This design comes from an exercise in tuning for small area on the open sky130 flow, not from production work.
In this exercise RTL edits were held to simulation tests only and were not proved equivalent to the original.
Power figures rest on the tool's default switching activity, not on a simulated workload.

// rf_sb
module rf_sb
#(
  parameter int DATA_W   = rf_pkg::DEF_DATA_W,
  parameter int NUM_REGS = rf_pkg::DEF_NUM_REGS,
  parameter int NUM_RD   = rf_pkg::DEF_NUM_RD,
  parameter bit ZERO_REG = 1'b1,
  localparam int AW      = rf_pkg::addr_w(NUM_REGS)
) (
  input  logic                     clk,
  input  logic                     rst_n,
  input  logic [NUM_RD*AW-1:0]     rd_addr,
  output logic [NUM_RD*DATA_W-1:0] rd_data,
  output logic [NUM_RD-1:0]        rd_busy,
  input  logic                     we,
  input  logic [AW-1:0]            wr_addr,
  input  logic [DATA_W-1:0]        wr_data,
  input  logic                     claim,
  input  logic [AW-1:0]            claim_addr,
  output logic                     claim_ack,
  output logic [AW:0]              busy_cnt
);
clock: 8.5 ns
lec_check: 0
cap_margin: 20
core_margin: 2
core_utilization: 50
cts_buf_list: sky130_fd_sc_hd__clkbuf_16
cts_cluster_diameter: 60
cts_cluster_size: 20
slew_margin: 20
synth_hierarchical: 1
standard.sh (not shown) runs the stock make flow with config.mk's settings and CLKGATE_MAP_FILE= SYNTH_SCRIPT=/design/flow/synth_recipe.tcl, a recipe that flattens the netlist after the stock synthesis.
==> flow/flow/run.sh <==
#!/bin/bash
# Standard ORFS layout (the standard.sh) with two changes:
#  - ports are buffered with the plain buf_1 (resizable) instead of a delay cell,
#  - clock tree: clkbuf_16 root, clkbuf_8 leaf clusters, no dummy loads.
# The make output goes to standard.log; each ORFS step logs under orfs/logs.
set -uo pipefail
bash standard.sh \
  "BUFFER_PORTS_ARGS=-buffer_cell sky130_fd_sc_hd__buf_1" \
  "CTS_ARGS=-sink_clustering_enable -repair_clock_nets -dont_use_dummy_load -sink_clustering_size 16 -sink_clustering_max_diameter 55 -root_buf sky130_fd_sc_hd__clkbuf_16 -buf_list sky130_fd_sc_hd__clkbuf_8" \
  finish > standard.log 2>&1
Change:
--- a/flow/flow/run.sh
+++ b/flow/flow/run.sh
@@ -8,3 +8,3 @@
   "BUFFER_PORTS_ARGS=-buffer_cell sky130_fd_sc_hd__buf_1" \
-  "CTS_ARGS=-sink_clustering_enable -repair_clock_nets -dont_use_dummy_load -sink_clustering_size 16 -sink_clustering_max_diameter 55 -root_buf sky130_fd_sc_hd__clkbuf_16 -buf_list sky130_fd_sc_hd__clkbuf_8" \
+  "CTS_ARGS=-sink_clustering_enable -repair_clock_nets -dont_use_dummy_load -sink_clustering_size 14 -sink_clustering_max_diameter 50 -root_buf sky130_fd_sc_hd__clkbuf_16 -buf_list sky130_fd_sc_hd__clkbuf_8" \
   finish > standard.log 2>&1
- CORE_UTILIZATION: 50 -> 45
The changed run completed with no timing, DRC or antenna violations.
Register-to-register slack gets better by 0.21 ns.
Sequential cell count does not change.
Via count is lower by 3.8%.
Die area goes up by 11%.
Clock power increases by about 6%.
Non-clock buffer count rose by 4.
Fmax rises by 6.6%.
Cell area is higher by 0.64%.
Cell count increases by 3.6%.
Total power goes up by 1.1%.
First-iteration DRC count fell by 8.6%.
Change:
--- a/flow/flow/run.sh
+++ b/flow/flow/run.sh
@@ -8,3 +8,3 @@
   "BUFFER_PORTS_ARGS=-buffer_cell sky130_fd_sc_hd__buf_1" \
-  "CTS_ARGS=-sink_clustering_enable -repair_clock_nets -dont_use_dummy_load -sink_clustering_size 14 -sink_clustering_max_diameter 50 -root_buf sky130_fd_sc_hd__clkbuf_16 -buf_list sky130_fd_sc_hd__clkbuf_8" \
+  "CTS_ARGS=-sink_clustering_enable -repair_clock_nets -dont_use_dummy_load -sink_clustering_size 16 -sink_clustering_max_diameter 55 -root_buf sky130_fd_sc_hd__clkbuf_16 -buf_list sky130_fd_sc_hd__clkbuf_8" \
   finish > standard.log 2>&1
- CORE_UTILIZATION: 45 -> 55
Maximum frequency goes down by a few percent.
Area after synthesis is unchanged.
Worst setup slack gets worse by 0.24 ns.
Utilization goes up by 10 points.
Non-clock buffer count goes down by 9.
Total power goes down slightly.
Critical path depth stays the same.
Design area goes down slightly.
Synthesized cell count is unchanged.
First-iteration DRC count goes up by a quarter to a third.

-- what the ideal ports hide --
Ports are ideal in the flow. The routed layouts listed here were re-timed in OpenROAD.
Step 1 sets driving cells, clkbuf_16 on the clock port and buf_2 on the other inputs (assumed; they add their load-dependent delay and slew).
Step 2, shift: input delay + t, output delay - t, t = (earliest + latest rising clock arrival at the registers) / 2. This alone moves slack from input paths to output paths.
Three values: ideal ports, drivers, drivers and shift; two values: the first two.
run	t (ns)	setup WS [ns]	worst data-port slew with drivers (ns)
the first run	0.705	0.164 / 0.139 / 0.139	0.14
the second run	0.716	0.682 / 0.660 / 0.660	0.13
the third run	0.693	0.438 / 0.412 / 0.412	0.09
After both steps setup and hold are still met in every run listed. For the third run, which loses most, drivers alone change the setup slack by -0.026 ns; drivers and shift together by -0.026 ns.
